Source: an optimization exercise on an open RTL-to-GDS flow (aim: small area, a short achievable clock period and few clock cycles). Production flows keep margins and buffers that such runs may drop.
Only simulation tests tie the RTL to the original design; equivalence was not proved.

--- design/flow/design.v ---
package pli_pkg;
  localparam int unsigned OpW  = 2;
  localparam int unsigned DatW = 32;
  typedef enum logic [OpW-1:0] {
    OP_CLEAR  = 2'd0,
    OP_APPEND = 2'd1,
    OP_QUERY  = 2'd2
  } op_e;
  typedef struct packed {
    logic signed [DatW-1:0] height;
    logic signed [DatW-1:0] value;
  } point_t;
  localparam logic [DatW-1:0] SatMax = 32'h7FFF_FFFF;
  localparam logic [DatW-1:0] SatMin = 32'h8000_0000;
endpackage
module pli_point_mem #(
  parameter int unsigned Depth = 64,
  parameter int unsigned AddrW = 6
) (
  input  logic             clk_i,
  input  logic             we_i,
  input  logic [AddrW-1:0] waddr_i,
  input  pli_pkg::point_t  wdata_i,
  input  logic [AddrW-1:0] raddr_i,
  output pli_pkg::point_t  rdata_o
);
  logic [2*pli_pkg::DatW-1:0] mem [0:Depth-1];
  pli_pkg::point_t rdata_q;
  always_ff @(posedge clk_i) begin
    if (we_i) begin
      mem[waddr_i] <= wdata_i;
    end
    rdata_q <= mem[raddr_i];
  end
  assign rdata_o = rdata_q;
endmodule
module profile_linear_interpolator #(
  parameter int unsigned MAX_POINTS = 64
) (
  input  logic        clk_i,
  input  logic        rst_ni,
  input  logic        s_axis_tvalid_i,
  output logic        s_axis_tready_o,
  input  logic [63:0] s_axis_tdata_i,   
  input  logic [1:0]  s_axis_tuser_i,   
  output logic        m_axis_tvalid_o,
  input  logic        m_axis_tready_i,
  output logic [31:0] m_axis_tdata_o,   
  output logic [2:0]  m_axis_tuser_o    
);
  localparam int unsigned IdxW = (MAX_POINTS > 1) ? $clog2(MAX_POINTS) : 1;
  localparam int unsigned CntW = $clog2(MAX_POINTS + 1);
  localparam int unsigned StepW = $clog2(pli_pkg::DatW);
  typedef enum logic [3:0] {
    ST_IDLE,
    ST_WALK,
    ST_PREV,
    ST_MUL_A,
    ST_MUL_B,
    ST_SUM,
    ST_CHK,
    ST_DIV,
    ST_FIN,
    ST_RESULT
  } state_e;
  state_e           state_q, state_d;
  logic [CntW-1:0]  count_q, count_d;
  logic [IdxW-1:0]  cursor_q, cursor_d;
  logic [StepW-1:0] step_q;
  logic             out_valid_q;
  logic [pli_pkg::DatW-1:0]  out_value_q;
  logic [2:0]       out_flags_q;
  logic signed [pli_pkg::DatW-1:0] t_q, hk_q, vk_q, vp_q;
  logic signed [64:0]     prod_q, acc_q;
  logic [65:0]            mnum_q;
  logic [pli_pkg::DatW:0]          mden_q;
  logic                   den_neg_q, neg_q;
  logic [pli_pkg::DatW:0]          rem_q;
  logic [pli_pkg::DatW-1:0]        lo_q;
  logic [pli_pkg::DatW-1:0]        res_value_q;
  logic [2:0]             res_flags_q;
  logic      in_fire, out_load, advance, mem_we;
  pli_pkg::op_e       op;
  pli_pkg::point_t    in_point, rd_point;
  logic [IdxW-1:0] raddr;
  assign op              = pli_pkg::op_e'(s_axis_tuser_i);
  assign in_point.height = s_axis_tdata_i[31:0];
  assign in_point.value  = s_axis_tdata_i[63:32];
  assign s_axis_tready_o = (state_q == ST_IDLE);
  assign in_fire         = s_axis_tvalid_i && s_axis_tready_o;
  assign out_load        = (state_q == ST_RESULT) && (!out_valid_q || m_axis_tready_i);
  assign mem_we          = in_fire && (op == pli_pkg::OP_APPEND) && (count_q < CntW'(MAX_POINTS));
  assign advance = (t_q > rd_point.height) && ((CntW'(cursor_q) + 1'b1) < count_q);
  always_comb begin
    raddr = cursor_q;
    if (state_q == ST_WALK) begin
      raddr = advance ? cursor_q + 1'b1 : cursor_q - 1'b1;
    end else if (state_q == ST_PREV) begin
      raddr = cursor_q - 1'b1;
    end
  end
  pli_point_mem #(
    .Depth (MAX_POINTS),
    .AddrW (IdxW)
  ) u_mem (
    .clk_i   (clk_i),
    .we_i    (mem_we),
    .waddr_i (count_q[IdxW-1:0]),
    .wdata_i (in_point),
    .raddr_i (raddr),
    .rdata_o (rd_point)
  );
  logic signed [pli_pkg::DatW-1:0] sub_a, sub_b, mul_a;
  logic signed [pli_pkg::DatW:0]   diff;
  logic signed [64:0]     mul_a_x, mul_b_x, prod;
  always_comb begin
    sub_a = hk_q;
    sub_b = rd_point.height;
    mul_a = vp_q;
    unique case (state_q)
      ST_MUL_A: begin
        sub_a = t_q;
        sub_b = rd_point.height;
        mul_a = vk_q;
      end
      ST_MUL_B: begin
        sub_a = hk_q;
        sub_b = t_q;
        mul_a = vp_q;
      end
      default: begin
        sub_a = hk_q;
        sub_b = rd_point.height;
        mul_a = vp_q;
      end
    endcase
  end
  assign diff    = {sub_a[pli_pkg::DatW-1], sub_a} - {sub_b[pli_pkg::DatW-1], sub_b};
  assign mul_a_x = 65'(mul_a);
  assign mul_b_x = 65'(diff);
  assign prod    = mul_a_x * mul_b_x;
  logic signed [65:0] num;
  logic [34:0]        trial;
  logic [33:0]        shifted;
  assign num     = {acc_q[64], acc_q} + {prod_q[64], prod_q};
  assign shifted = {rem_q, lo_q[pli_pkg::DatW-1]};
  assign trial   = {1'b0, shifted} - {2'b00, mden_q};
  always_comb begin
    state_d  = state_q;
    count_d  = count_q;
    cursor_d = cursor_q;
    unique case (state_q)
      ST_IDLE: begin
        if (in_fire) begin
          unique case (op)
            pli_pkg::OP_CLEAR: begin
              count_d  = '0;
              cursor_d = '0;
            end
            pli_pkg::OP_APPEND: begin
              if (mem_we) count_d = count_q + 1'b1;
            end
            pli_pkg::OP_QUERY: begin
              state_d = (count_q == '0) ? ST_RESULT : ST_WALK;
            end
            default: ;
          endcase
        end
      end
      ST_WALK: begin
        if (advance) begin
          cursor_d = cursor_q + 1'b1;
        end else if (cursor_q == '0 || t_q >= rd_point.height) begin
          state_d = ST_RESULT;
        end else begin
          state_d = ST_PREV;
        end
      end
      ST_PREV:  state_d = (diff == '0) ? ST_RESULT : ST_MUL_A;
      ST_MUL_A: state_d = ST_MUL_B;
      ST_MUL_B: state_d = ST_SUM;
      ST_SUM:   state_d = ST_CHK;
      ST_CHK:   state_d = (mnum_q[65:32] >= {1'b0, mden_q}) ? ST_RESULT : ST_DIV;
      ST_DIV:   state_d = (step_q == StepW'(pli_pkg::DatW - 1)) ? ST_FIN : ST_DIV;
      ST_FIN:   state_d = ST_RESULT;
      ST_RESULT: begin
        if (out_load) state_d = ST_IDLE;
      end
      default:  state_d = ST_IDLE;
    endcase
  end
  always_ff @(posedge clk_i or negedge rst_ni) begin
    if (!rst_ni) begin
      state_q     <= ST_IDLE;
      count_q     <= '0;
      cursor_q    <= '0;
      out_valid_q <= 1'b0;
      step_q      <= '0;
    end else begin
      state_q  <= state_d;
      count_q  <= count_d;
      cursor_q <= cursor_d;
      if (out_load) begin
        out_valid_q <= 1'b1;
      end else if (m_axis_tready_i) begin
        out_valid_q <= 1'b0;
      end
      if (state_q == ST_DIV) begin
        step_q <= step_q + 1'b1;
      end else begin
        step_q <= '0;
      end
    end
  end
  always_ff @(posedge clk_i) begin
    if (out_load) begin
      out_value_q <= res_value_q;
      out_flags_q <= res_flags_q;
    end
    case (state_q)
      ST_IDLE: begin
        t_q         <= in_point.height;
        res_value_q <= '0;
        res_flags_q <= 3'b010;
      end
      ST_WALK: begin
        hk_q        <= rd_point.height;
        vk_q        <= rd_point.value;
        res_value_q <= rd_point.value;
        res_flags_q <= 3'b001;
      end
      ST_PREV: begin
        den_neg_q   <= diff[pli_pkg::DatW];
        mden_q      <= diff[pli_pkg::DatW] ? -diff : diff;
        vp_q        <= rd_point.value;
        res_value_q <= vk_q;
        res_flags_q <= 3'b001;
      end
      ST_MUL_A: prod_q <= prod;
      ST_MUL_B: begin
        acc_q  <= prod_q;
        prod_q <= prod;
      end
      ST_SUM: begin
        mnum_q <= num[65] ? 66'(-num) : 66'(num);
        neg_q  <= num[65] ^ den_neg_q;
      end
      ST_CHK: begin
        rem_q       <= mnum_q[64:32];
        lo_q        <= mnum_q[31:0];
        res_value_q <= neg_q ? pli_pkg::SatMin : pli_pkg::SatMax;
        res_flags_q <= 3'b100;
      end
      ST_DIV: begin
        if (!trial[34]) begin
          rem_q <= trial[32:0];
          lo_q  <= {lo_q[pli_pkg::DatW-2:0], 1'b1};
        end else begin
          rem_q <= shifted[32:0];
          lo_q  <= {lo_q[pli_pkg::DatW-2:0], 1'b0};
        end
      end
      ST_FIN: begin
        if (lo_q == '0) begin
          res_value_q <= '0;
          res_flags_q <= 3'b000;
        end else if (!neg_q && lo_q > pli_pkg::SatMax) begin
          res_value_q <= pli_pkg::SatMax;
          res_flags_q <= 3'b100;
        end else if (neg_q && lo_q > pli_pkg::SatMin) begin
          res_value_q <= pli_pkg::SatMin;
          res_flags_q <= 3'b100;
        end else begin
          res_value_q <= neg_q ? -lo_q : lo_q;
          res_flags_q <= 3'b000;
        end
      end
      default: ;
    endcase
  end
  assign m_axis_tvalid_o = out_valid_q;
  assign m_axis_tdata_o  = out_value_q;
  assign m_axis_tuser_o  = out_flags_q;
endmodule
--- design/flow/run.sh ---
#!/bin/bash
# synth_recipe.tcl (not shown) runs the flow's synth.tcl, then flattens the netlist and writes it again
# the make line also repeats each setting of config.mk as NAME=value (left out here)
make -C /OpenROAD-flow-scripts/flow DESIGN_CONFIG=/design/flow/config.mk WORK_HOME=/design/flow/orfs CLKGATE_MAP_FILE= SYNTH_SCRIPT=/design/flow/synth_recipe.tcl finish
--- design/flow/config.mk ---
export PLATFORM = sky130hd
export DESIGN_NAME = profile_linear_interpolator
export DESIGN_NICKNAME = profile_linear_interpolator
export VERILOG_FILES = /design/flow/design.v
export SDC_FILE = /design/flow/constraint.sdc
export NUM_CORES = 4
export LEC_CHECK = 0
export CAP_MARGIN = 20
export CORE_MARGIN = 2
export CORE_UTILIZATION = 40
export SLEW_MARGIN = 20
--- design/flow/constraint.sdc ---
create_clock -name core_clock -period 14.0 [get_ports {clk_i}]
set_input_delay 2.8000 -clock core_clock [delete_from_list [all_inputs] [get_ports {clk_i}]]
set_output_delay 2.8000 -clock core_clock [all_outputs]
set_load 0.01 [all_outputs]
==> key figures <==
Clocking
  • Clock tree buffer depth: 4
  • CTS buffer count: 473
  • Clk sinks: ~4700
  • Depth of the CTS H-tree: 5
  • Root Driver: clkbuf_16
  • Clock-pin slew on the worst setup and hold paths: approximately 0.07 ns
  • Clock Latency Late Sink: around 1.1 ns
  • CTS tree: yes

Hold path
  • Hold endpoint: out_value_q[21]
  • Hold Path Stages: 0
  • Hold Path Origin: res_value_q[21]
  • Hold/Removal Path Class: reg -> reg

Timing
  • Max Slew Vio Count: 0
  • Period utilization: 95.7%
  • Final hold vios: 0
  • Hold Worst Slack: about 0.42 ns
  • Setup Skew: approximately 0.085 ns
  • Worst slew margin: 10.6%
  • Finish-stage setup viols: 0
  • Slew @ Worst Pin: approximately 1.3 ns
  • Fmax: about 75 MHz
  • Setup WS post-layout: around 0.6 ns
  • Setup TNS: 0 ns
  • Fin crit period: between 10 and 15 ns

Floorplan
  • Chip Width: approximately 760 um
  • Site Rows: approximately 280
  • Die area: slightly below 0.6 mm2
  • Ports: 107
  • Starting Density: between 40% and 50%
  • Core Area: roughly 0.57 mm2
  • Die H: between 700 and 800 um

Routing
  • Routed Antenna Nets: 0
  • Total vias in the final route: 144000
  • Avg Vias per Cell: a little under 6
  • Wire per inst: ~31 um
  • Drt pass-1 iters: 14
  • Routed Wire Length: roughly 760 mm
  • DR DRC count: 0
  • DRT iter0 DRCs: about 19000

Global routing
  • Vias in the first global route: 140000
  • Gr ovfl total: 0
  • First-pass GRT wire length: approximately 1100 mm
  • Initial antenna violation count: 64
  • Largest net degree at the start of global routing: 130
  • GRT Total Usage: 25.3%

Critical path
  • Crit Reg-Reg Endpoint: prod_q[64]
  • WS Path Type: reg -> reg
  • CP dominant cell by count: fa_1
  • Buf/Inv on CP: 7
  • Crit path launch type: flop
  • Worst EP arrival: 14.14 ns
  • Crit path capture type: flop
  • Worst path slowest cell: fa_2
  • Maximum fanout along the worst path: 35
  • Critical Path RT: approximately 15 ns
  • Cell family with most CP delay: adder cells
  • Worst r2r src: state_q[3]
  • Max incr delay on CP: about 0.70 ns
  • Reg2Reg Depth: 42
  • Worst reg-to-reg setup slack: 0.60 ns

Placed design
  • Gpl congestion: just under 1
  • IO buf count: approximately 110
  • Dpl ws: 0.301 ns
  • HPWL after detailed placement: about 480 mm
  • Placed insts: 23300

Logic synthesis
  • Adder-cell area share of the yosys netlist: between 10% and 20%
  • Largest family of logic cells by synthesized area: adder cells
  • Yosys reg bits: about 4700
  • Post-synth net total: approximately 18000
  • Cell Area, Synth: 0.230 mm2
  • Synth Area in Compound Gates: about 5.8%
  • Syn_area_per_cell: 14.4 um2
  • Asr flop ratio synth: less than 1%
  • Most used DFF post-synth: edfxtp_1
  • Register area share after synthesis: between 60% and 70%
  • Most area-consuming cells after synthesis: edfxtp_1 60%, fa_1 9.7%, mux4_2 6.0%
  • Top cell type's share of synthesized area: between 50% and 60%
  • EDFF count, synth: about 4600
  • Area share of and/or/nand/nor cells after synthesis: under 10%
  • Cell taking the most area after synthesis: edfxtp_1
  • Ys Warns: 2
  • Synth unique cells: 120
  • Post-synthesis mux area share: 8.78%
  • Post-Synth XOR/XNOR Area: ~1.2%
  • Post-synthesis cell count: around 16000

Cells and area
  • Share of layout cells above drive strength 1: about an eighth
  • Nets: 17800
  • Commonest non-fill, non-tap cell in the layout: edfxtp_1
  • Final Util: 44.9%
  • Syn-to-layout area delta: 11.8%
  • Most frequent cells in the layout: 4590 x edfxtp_1, 1927 x nand2_1, 1271 x inv_1, 1113 x fa_1, 816 x nor2_1
  • Layout Cells excl Fill: between 20000 and 25000

Job
  • Total of max-cap violations: 0

Status
  • Run status: no timing/DRC/antenna violations
-- through the flow --
step                instance area, um2
floorplan                       230000
global placement                242000
detailed placement              242000
CTS                             257000
global route                    258000
finish                          258000
-- worst max path at each step --
stage,startpoint,to,slack [ns],cells after the start
6_report,state_q[3],prod_q[64],0.60,42
5_1_grt,state_q[3],prod_q[64],-0.004,43
3_3_place_gp,state_q[3],prod_q[64],0.19,42
4_1_cts,state_q[3],prod_q[64],0.24,42
2_1_floorplan,state_q[2],prod_q[64],0.85,48
3_5_place_dp,state_q[3],prod_q[64],0.30,42
-- sequential cells by signal (all words and copies together) (netlist names), 33 cells and up --
register / cells
u_mem.mem: 4096
mnum_q: 66
acc_q: 65
prod_q: 65
u_mem.rdata_q: 64
mden_q: 33
rem_q: 33
-- worst register-to-register path, delay by kind of cell, from the launching register on --
| kind | cells | cell delay [ns] |
|---|---|---|
| multiplexers | 1 | 0.38 |
| adder cells (fa/ha/maj) | 10 | 5.05 |
| AO/OA/AOI/OAI | 16 | 4.16 |
| flip-flops | 1 | 0.48 |
| XOR/XNOR | 1 | 0.13 |
| AND/OR/NAND/NOR | 7 | 1.56 |
| buffers and inverters | 7 | 1.34 |
-- routing by layer --
layer	wire, um	global-route usage (%)
met5	268	0
met2	346000	39.8
met4	40900	11.5
met1	292000	34.0
met3	77600	5.20
-- layout make-up --
cell class              count  area [um2]
clock buffers             625       12900
diodes                     43         108
well taps                7560        9460
fillers                 50200      316000
multi-input cells        9222       83500
flip-flops and latches   4677      140000
repair buffers            574        4690
clock inverters           261        2620
inverters                1279        4810
-- cell families after synthesis --
| family | Yosys count |
|---|---|
| mux | 1237 |
| fa+ha+maj | 1512 |
| compound gates | 2019 |
| flops | 4677 |
| simple gates | 4142 |
| xor+xnor | 312 |
| buf+inv | 2144 |
-- Yosys cell counts (40+ instances only) --
cell,n
a31oi_1,79
mux2_2,95
nand4_1,120
o21ai_0,356
xor2_1,101
buf_2,209
inv_1,1275
nor2_1,890
clkbuf_1,494
xnor2_1,210
o22ai_1,158
a21oi_1,582
buf_4,69
nand3_1,339
or3_1,140
buf_1,81
nor4_1,113
nand2_1,1939
edfxtp_1,4590
a21o_1,126
or4_1,40
o31ai_1,44
ha_1,397
a32oi_1,61
fa_1,1115
and3_1,80
dfxtp_1,64
mux2i_1,524
o211ai_1,89
a211oi_1,64
mux4_2,618
nor3_1,239
nand2b_1,41
a221oi_1,57
-- what timing repair did --
item	in CTS	in global routing
gates resized for setup	0	5
hold buffers	0	0
endpoints found under the setup margin	0	4
hold endpoints to repair	0	0
buffers inserted	0	4
Testbench counts, summed over its fixed seeds: cycles 65,488.

[re-timing with driven ports]
In the flow no input, the clock included, has a driving cell. The finished layout below was timed again as built, in two steps. Step 1 assumes that a clkbuf_16 drives the clock port and a buf_2 every other input. Step 2 times the ports against the registers' clock, not the clock port: input delays grow and output delays shrink by t, the midpoint of the rising clock arrivals with the driver on. a / b / c = ideal ports / drivers / drivers and shift; a / b = the first two.
t (ns): 1.182
slack for setup (ns): 0.602 / 0.602 / 0.602
worst slew at a driven data input, ns: 0.25
After both steps setup and hold are still met in this run. For this run, drivers alone change the setup slack by 0.000 ns; drivers and shift together by 0.000 ns.
